From an optimization exercise on the open Yosys and OpenROAD flow, aimed at small area; shortcuts taken in it are not production practice. Function was checked by simulation only, so behaviour that the tests miss may differ from the original. No activity file was given, so power comes from the tool's default toggle rates.

==> inputs of run M <==
==> flow/design.v <==
`default_nettype none
package isaPkg;
	typedef logic [31:0] wordT;
	typedef logic [31:0] instrT;
	typedef logic [4:0] regAddrT;
	typedef logic [15:0] immT;
	typedef logic [5:0] opcodeT;
	typedef logic [5:0] functT;
	localparam opcodeT SPECIAL = 6'b000000;   
	localparam opcodeT ADDI = 6'b001000;
	localparam opcodeT ADDIU = 6'b001001;
	localparam opcodeT ANDI = 6'b001100;
	localparam opcodeT ORI = 6'b001101;
	localparam functT ADD = 6'b100000;
	localparam functT ADDU = 6'b100001;
	localparam functT SUB = 6'b100010;
	localparam functT SUBU = 6'b100011;
	localparam functT AND = 6'b100100;
	localparam functT OR = 6'b100101;
	localparam functT SLT = 6'b101010;
	localparam int OPCODE_LSB = 26;
	localparam int RS_LSB = 21;
	localparam int RT_LSB = 16;
	localparam int RD_LSB = 11;
	localparam int FUNCT_LSB = 0;
	localparam int IMM_LSB = 0;
endpackage
`default_nettype wire
`default_nettype none
package execPkg;
	typedef enum logic [2:0] {
		ALU_ADD,
		ALU_SUB,
		ALU_AND,
		ALU_OR,
		ALU_SLT
	} aluOpT;
	typedef enum logic [1:0] {
		ST_IDLE,
		ST_READ,
		ST_EXEC,
		ST_WRITE
	} execStateT;
	typedef logic [34:0] uopT;
endpackage
`default_nettype wire
`timescale 1ns/100ps
`default_nettype none
module coreTop
(
	input logic clk,
	input logic rst,
	input logic instrStrobe,
	input logic [31:0] instr,
	output logic busy,
	output logic halted,
	output logic wbStrobe,
	output logic [4:0] wbAddr,
	output logic [31:0] wbData
);
	logic [4:0] cnt;
	logic clearing;
	logic [1:0] st;   
	logic cy;
	logic [31:0] wbs;
	logic [31:0] ring [1:31];
	logic [31:0] heads;
	logic [5:0] opcode;
	logic [5:0] funct;
	logic [4:0] rs;
	logic [4:0] rt;
	logic [4:0] rd;
	logic rtype;
	logic legal;
	logic opAdd;
	logic opSub;
	logic opAnd;
	logic opOr;
	logic opSlt;
	logic [4:0] dest;
	assign opcode = instr[31:26];
	assign funct = instr[5:0];
	assign rs = instr[25:21];
	assign rt = instr[20:16];
	assign rd = instr[15:11];
	assign rtype = (opcode == 6'b000000);
	always_comb
	begin
		opAdd = 1'b0;
		opSub = 1'b0;
		opAnd = 1'b0;
		opOr = 1'b0;
		opSlt = 1'b0;
		case (opcode)
			6'b000000:
				case (funct)
					6'b100000, 6'b100001: opAdd = 1'b1;
					6'b100010, 6'b100011: opSub = 1'b1;
					6'b100100: opAnd = 1'b1;
					6'b100101: opOr = 1'b1;
					6'b101010: opSlt = 1'b1;
					default: ;
				endcase
			6'b001000, 6'b001001: opAdd = 1'b1;
			6'b001100: opAnd = 1'b1;
			6'b001101: opOr = 1'b1;
			default: ;
		endcase
	end
	assign legal = opAdd | opSub | opAnd | opOr | opSlt;
	assign dest = rtype ? rd : rt;
	logic [1:0] lap;
	logic go;
	logic run;
	logic copyLap;
	logic last;
	logic write;
	logic finish;
	assign lap = (st == 2'd0) ? 2'd1 : st;
	assign go = instrStrobe && legal && !halted && !clearing;
	assign run = go && ((cnt == 5'd0) || (st != 2'd0));
	assign copyLap = rtype && (lap == 2'd1);
	assign last = !rtype || (opSlt ? (lap == 2'd3) : (lap == 2'd2));
	assign write = run && last;
	assign finish = write && (cnt == 5'd31);
	assign busy = legal && !finish;
	assign wbStrobe = finish;
	assign wbAddr = dest;
	always_ff @(posedge clk or negedge rst)
	begin
		if (!rst)
		begin
			cnt <= '0;
			clearing <= 1'b1;
			st <= 2'd0;
			halted <= 1'b0;
		end
		else
		begin
			cnt <= cnt + 5'd1;
			if (cnt == 5'd31)
				clearing <= 1'b0;
			if (!run || (cnt == 5'd31 && last))
				st <= 2'd0;
			else if (cnt == 5'd31)
				st <= lap + 2'd1;
			else
				st <= lap;
			if (instrStrobe && !legal && !halted)
				halted <= 1'b1;
		end
	end
	logic mo;
	logic a;
	logic b;
	logic immBit;
	logic bx;
	logic cin;
	logic sum;
	logic cout;
	logic res;
	logic newBit;
	assign heads[0] = 1'b0;
	for (genvar i = 1; i < 32; i++)
	begin : gHead
		assign heads[i] = ring[i][0];
	end
	assign mo = heads[(lap == 2'd1) ? rs : rt];
	assign immBit = cnt[4] ? (instr[15] && !opcode[2]) : instr[cnt[3:0]];
	assign a = rtype ? wbs[0] : mo;
	assign b = rtype ? mo : immBit;
	assign bx = b ^ (opSub || opSlt);
	assign cin = (cnt == 5'd0) ? (opSub || opSlt) : cy;
	assign sum = a ^ bx ^ cin;
	assign cout = (a && bx) || (cin && (a ^ bx));
	always_comb
	begin
		if (copyLap)
			res = mo;
		else if (opAnd)
			res = a && b;
		else if (opOr)
			res = a || b;
		else if (opSlt)
			res = (cnt == 5'd0) && cy;
		else
			res = sum;
	end
	assign newBit = res && !clearing;
	always_ff @(posedge clk)
	begin
		if (opSlt && lap == 2'd2 && cnt == 5'd31)
			cy <= (a ^ b) ? a : sum;   
		else
			cy <= cout;
		wbs <= {newBit, wbs[31:1]};
	end
	assign wbData = {res, wbs[31:1]};
	for (genvar i = 1; i < 32; i++)
	begin : gReg
		logic we;
		assign we = clearing || (write && dest == 5'(i));
		always_ff @(posedge clk)
			ring[i] <= {we ? newBit : ring[i][0], ring[i][31:1]};
	end
endmodule
`default_nettype wire
==> flow/flow/run.sh <==
#!/bin/bash
# Standard ORFS synthesis, then the combinational logic re-mapped for area with
# Yosys/ABC (flip-flops and their names kept), then the standard ORFS layout with
# a leaner clock tree (no dummy loads) and the smallest buffer on every port.
# Each tool writes its own log: standard_*.log and resyn.log here, ORFS steps in orfs/logs/.
set -euo pipefail
HERE=$(cd "$(dirname "$0")" && pwd)
RES=orfs/results/$FLOW_PLATFORM/coreTop/base
export CTS_ARGS="-sink_clustering_enable -repair_clock_nets -dont_use_dummy_load -buf_list sky130_fd_sc_hd__clkbuf_8 -sink_clustering_size 20 -sink_clustering_max_diameter 60"
export BUFFER_PORTS_ARGS="-buffer_cell sky130_fd_sc_hd__buf_1"
bash standard.sh synth > standard_synth.log 2>&1
cp $RES/1_2_yosys.v $RES/1_2_yosys.std.v
RESYN_LIB=$FLOW_HOME/platforms/$FLOW_PLATFORM/lib/sky130_fd_sc_hd__tt_025C_1v80.lib \
RESYN_IN=$RES/1_2_yosys.std.v RESYN_OUT=$RES/1_2_yosys.v RESYN_SCRIPT=$HERE/resyn.abc \
	yosys -c $HERE/resyn.tcl > resyn.log 2>&1
rm -f $RES/1_synth.odb $RES/1_synth.sdc
bash standard.sh > standard_finish.log 2>&1
==> flow/flow/resyn.abc <==
strash
balance -l; resub -K 6 -l; rewrite -l; resub -K 6 -N 2 -l; refactor -l; resub -K 8 -l; balance -l; resub -K 8 -N 2 -l; rewrite -l; resub -K 10 -l; rewrite -z -l; resub -K 10 -N 2 -l; balance -l; resub -K 12 -l; refactor -z -l; resub -K 12 -N 2 -l; rewrite -z -l; balance -l
balance -l; resub -K 6 -l; rewrite -l; resub -K 6 -N 2 -l; refactor -l; resub -K 8 -l; balance -l; resub -K 8 -N 2 -l; rewrite -l; resub -K 10 -l; rewrite -z -l; resub -K 10 -N 2 -l; balance -l; resub -K 12 -l; refactor -z -l; resub -K 12 -N 2 -l; rewrite -z -l; balance -l
dch -f
amap -m
topo
==> flow/flow/resyn.tcl <==
# Re-map the combinational logic of a mapped netlist for area; flip-flops stay as they are.
yosys -import
set lib $::env(RESYN_LIB)
read_liberty -ignore_miss_func $lib
foreach m [list sky130_fd_sc_hd__df* sky130_fd_sc_hd__sdf* sky130_fd_sc_hd__edf* sky130_fd_sc_hd__sedf* sky130_fd_sc_hd__dl* sky130_fd_sc_hd__conb_1] { catch { blackbox $m } }
read_verilog $::env(RESYN_IN)
hierarchy -top coreTop
flatten
opt_clean -purge
stat
opt -full
abc -liberty $lib -dont_use sky130_fd_sc_hd__lpflow_* -dont_use sky130_fd_sc_hd__probe* -script $::env(RESYN_SCRIPT)
opt_clean -purge
hilomap -singleton -hicell sky130_fd_sc_hd__conb_1 HI -locell sky130_fd_sc_hd__conb_1 LO
splitnets
opt_clean -purge
stat -liberty $lib
write_verilog -noattr -nohex -nodec $::env(RESYN_OUT)
==> flow/standard.sh <==
#!/bin/bash
# synth_recipe.tcl (not shown) runs the flow's synth.tcl, then flattens the netlist and writes it again
# the make line also repeats each setting of config.mk as NAME=value (left out here)
make -C /OpenROAD-flow-scripts/flow DESIGN_CONFIG=/design/flow/config.mk WORK_HOME=/design/flow/orfs CLKGATE_MAP_FILE= SYNTH_SCRIPT=/design/flow/synth_recipe.tcl "${@:-finish}"
==> flow/config.mk <==
export PLATFORM = sky130hd
export DESIGN_NAME = coreTop
export DESIGN_NICKNAME = coreTop
export VERILOG_FILES = /design/flow/design.v
export SDC_FILE = /design/flow/constraint.sdc
export NUM_CORES = 4
export LEC_CHECK = 0
export CAP_MARGIN = 20
export CORE_MARGIN = 2
export CORE_UTILIZATION = 40
export SLEW_MARGIN = 20
==> flow/constraint.sdc <==
create_clock -name core_clock -period 10.0 [get_ports {clk}]
set_input_delay 2.0000 -clock core_clock [delete_from_list [all_inputs] [get_ports {clk}]]
set_output_delay 2.0000 -clock core_clock [all_outputs]
set_load 0.01 [all_outputs]
==> run A: changes against run M <==
--- a/flow/design.v
+++ b/flow/design.v
@@ -61,7 +61,8 @@
 	logic [4:0] cnt;
 	logic clearing;
-	logic [1:0] st;   
+	logic active;
+	logic lap2;
 	logic cy;
-	logic [31:0] wbs;
+	logic [30:0] wbs;
 	logic [31:0] ring [1:31];
 	logic [31:0] heads;
@@ -78,4 +79,5 @@
 	logic opOr;
 	logic opSlt;
+	logic useImm;
 	logic [4:0] dest;
 	assign opcode = instr[31:26];
@@ -109,17 +111,14 @@
 	end
 	assign legal = opAdd | opSub | opAnd | opOr | opSlt;
+	assign useImm = !rtype;
 	assign dest = rtype ? rd : rt;
-	logic [1:0] lap;
 	logic go;
 	logic run;
-	logic copyLap;
 	logic last;
 	logic write;
 	logic finish;
-	assign lap = (st == 2'd0) ? 2'd1 : st;
 	assign go = instrStrobe && legal && !halted && !clearing;
-	assign run = go && ((cnt == 5'd0) || (st != 2'd0));
-	assign copyLap = rtype && (lap == 2'd1);
-	assign last = !rtype || (opSlt ? (lap == 2'd3) : (lap == 2'd2));
+	assign run = go && ((cnt == 5'd0) || active);
+	assign last = !opSlt || lap2;
 	assign write = run && last;
 	assign finish = write && (cnt == 5'd31);
@@ -133,5 +132,6 @@
 			cnt <= '0;
 			clearing <= 1'b1;
-			st <= 2'd0;
+			active <= 1'b0;
+			lap2 <= 1'b0;
 			halted <= 1'b0;
 		end
@@ -140,16 +140,13 @@
 			cnt <= cnt + 5'd1;
 			if (cnt == 5'd31)
+			begin
 				clearing <= 1'b0;
-			if (!run || (cnt == 5'd31 && last))
-				st <= 2'd0;
-			else if (cnt == 5'd31)
-				st <= lap + 2'd1;
-			else
-				st <= lap;
+				lap2 <= run && opSlt && !lap2;
+			end
+			active <= run && (cnt != 5'd31);
 			if (instrStrobe && !legal && !halted)
 				halted <= 1'b1;
 		end
 	end
-	logic mo;
 	logic a;
 	logic b;
@@ -166,8 +163,7 @@
 		assign heads[i] = ring[i][0];
 	end
-	assign mo = heads[(lap == 2'd1) ? rs : rt];
+	assign a = heads[rs];
 	assign immBit = cnt[4] ? (instr[15] && !opcode[2]) : instr[cnt[3:0]];
-	assign a = rtype ? wbs[0] : mo;
-	assign b = rtype ? mo : immBit;
+	assign b = useImm ? immBit : heads[rt];
 	assign bx = b ^ (opSub || opSlt);
 	assign cin = (cnt == 5'd0) ? (opSub || opSlt) : cy;
@@ -176,7 +172,5 @@
 	always_comb
 	begin
-		if (copyLap)
-			res = mo;
-		else if (opAnd)
+		if (opAnd)
 			res = a && b;
 		else if (opOr)
@@ -190,11 +184,11 @@
 	always_ff @(posedge clk)
 	begin
-		if (opSlt && lap == 2'd2 && cnt == 5'd31)
+		if (opSlt && !lap2 && cnt == 5'd31)
 			cy <= (a ^ b) ? a : sum;   
 		else
 			cy <= cout;
-		wbs <= {newBit, wbs[31:1]};
-	end
-	assign wbData = {res, wbs[31:1]};
+		wbs <= {newBit, wbs[30:1]};
+	end
+	assign wbData = {res, wbs};
 	for (genvar i = 1; i < 32; i++)
 	begin : gReg
==> flow/run.sh (new file) <==
#!/bin/bash
# synth_recipe.tcl (not shown) runs the flow's synth.tcl, then flattens the netlist and writes it again
# the make line also repeats each setting of config.mk as NAME=value (left out here)
make -C /OpenROAD-flow-scripts/flow DESIGN_CONFIG=/design/flow/config.mk WORK_HOME=/design/flow/orfs CLKGATE_MAP_FILE= SYNTH_SCRIPT=/design/flow/synth_recipe.tcl finish
- ABC_AREA: default -> 1
- CORE_UTILIZATION: 40 -> 60
- PLACE_DENSITY: default -> 0.7
removed: flow/flow/run.sh
removed: flow/flow/resyn.abc
removed: flow/flow/resyn.tcl
removed: flow/standard.sh
==> run R: changes against run M <==
--- a/flow/design.v
+++ b/flow/design.v
@@ -166,5 +166,5 @@
 		assign heads[i] = ring[i][0];
 	end
-	assign mo = heads[(lap == 2'd1) ? rs : rt];
+	assign mo = heads[st[1] ? rt : rs];   
 	assign immBit = cnt[4] ? (instr[15] && !opcode[2]) : instr[cnt[3:0]];
 	assign a = rtype ? wbs[0] : mo;
==> flow/flow/resyn.abc (replaced) <==
strash
&get -n
&deepsyn -T 60
&put
balance -l; resub -K 6 -l; rewrite -l; resub -K 6 -N 2 -l; refactor -l; resub -K 8 -l; balance -l; resub -K 8 -N 2 -l; rewrite -l; resub -K 10 -l; rewrite -z -l; resub -K 10 -N 2 -l; balance -l; resub -K 12 -l; refactor -z -l; resub -K 12 -N 2 -l; rewrite -z -l; balance -l
dch -f
amap -m
topo
==> results.yml <==
finish:
  design.seq.count: 1034
  multi_input_area_share_pct: 4.91
  final_area_um2: 24100
setup_path:
  rrSetupSlack_ns: 5.25
  cpMostUsedCell: "a21oi_1"
floorplan:
  dieArea_um2: 57000
  chipWidth_um: 239
run_status:
  outcome: "timing/DRC/antenna clean"
power:
  pwr-share-seq_pct: 70.8
  finalPower_w: 0.00591
Source of the figures above: run R

==> results.yml <==
power:
  finalPower_w: 0.00775
placed_design:
  place_area_um2: 24800
setup_path:
  rrSetupSlack_ns: 6.49
  cpMostUsedCell: "nand2_1"
run_status:
  outcome: "timing/DRC/antenna clean"
floorplan:
  chipWidth_um: 202
  dieArea_um2: 40900
finish:
  design.seq.count: 1033
  multi_input_area_share_pct: 8.25
logic_synthesis:
  synth_compound_area_share_pct: 0.668
  async_reset_ff_share_pct: 0.871
hold_path:
  min_path_type: "register to register"
route:
  drc: 0
Source of the figures above: run A

==> results.yml <==
finish:
  design.seq.count: 1034
  seq_area_um2: 20700
  final_area_um2: 24400
  multi_input_area_share_pct: 5.87
grt:
  grt_first_pass_wirelength_um: 46100
power:
  finalPower_w: 0.00590
  pwr-share-seq_pct: 70.8
floorplan:
  chipWidth_um: 240
  dieArea_um2: 57700
setup_path:
  cpMostUsedCell: "clkinv_1"
run_status:
  outcome: "timing/DRC/antenna clean"
timing:
  worst_slack_ns: 0.786
flow_run:
  cap_violations: 0
Source of the figures above: run M

port drivers added, routing unchanged:
No port has a modelled driver above. Below, the same layouts with a new extraction and two added sets of constraints. Step 1, drivers: a clkbuf_16 drives clk and a buf_2 each remaining input, both assumed. Step 2, shift: input delay + t, output delay - t, t = (earliest + latest rising clock arrival at the registers) / 2. This alone moves slack from input paths to output paths. Slacks: ideal / step 1 / step 2; pairs: ideal / step 1.
run	t (ns)	setup WS [ns]	clock arrival spread, ns
run M	0.676	0.786 / 0.761 / 0.761	0.095 / 0.094
run A	0.659	2.113 / 2.089 / 2.089	0.027 / 0.027
run R	0.688	2.523 / 2.500 / 2.500	0.140 / 0.140
After both steps every run listed still meets setup and hold. For run M, which loses most, drivers alone change the setup slack by -0.025 ns; drivers and shift together by -0.025 ns.
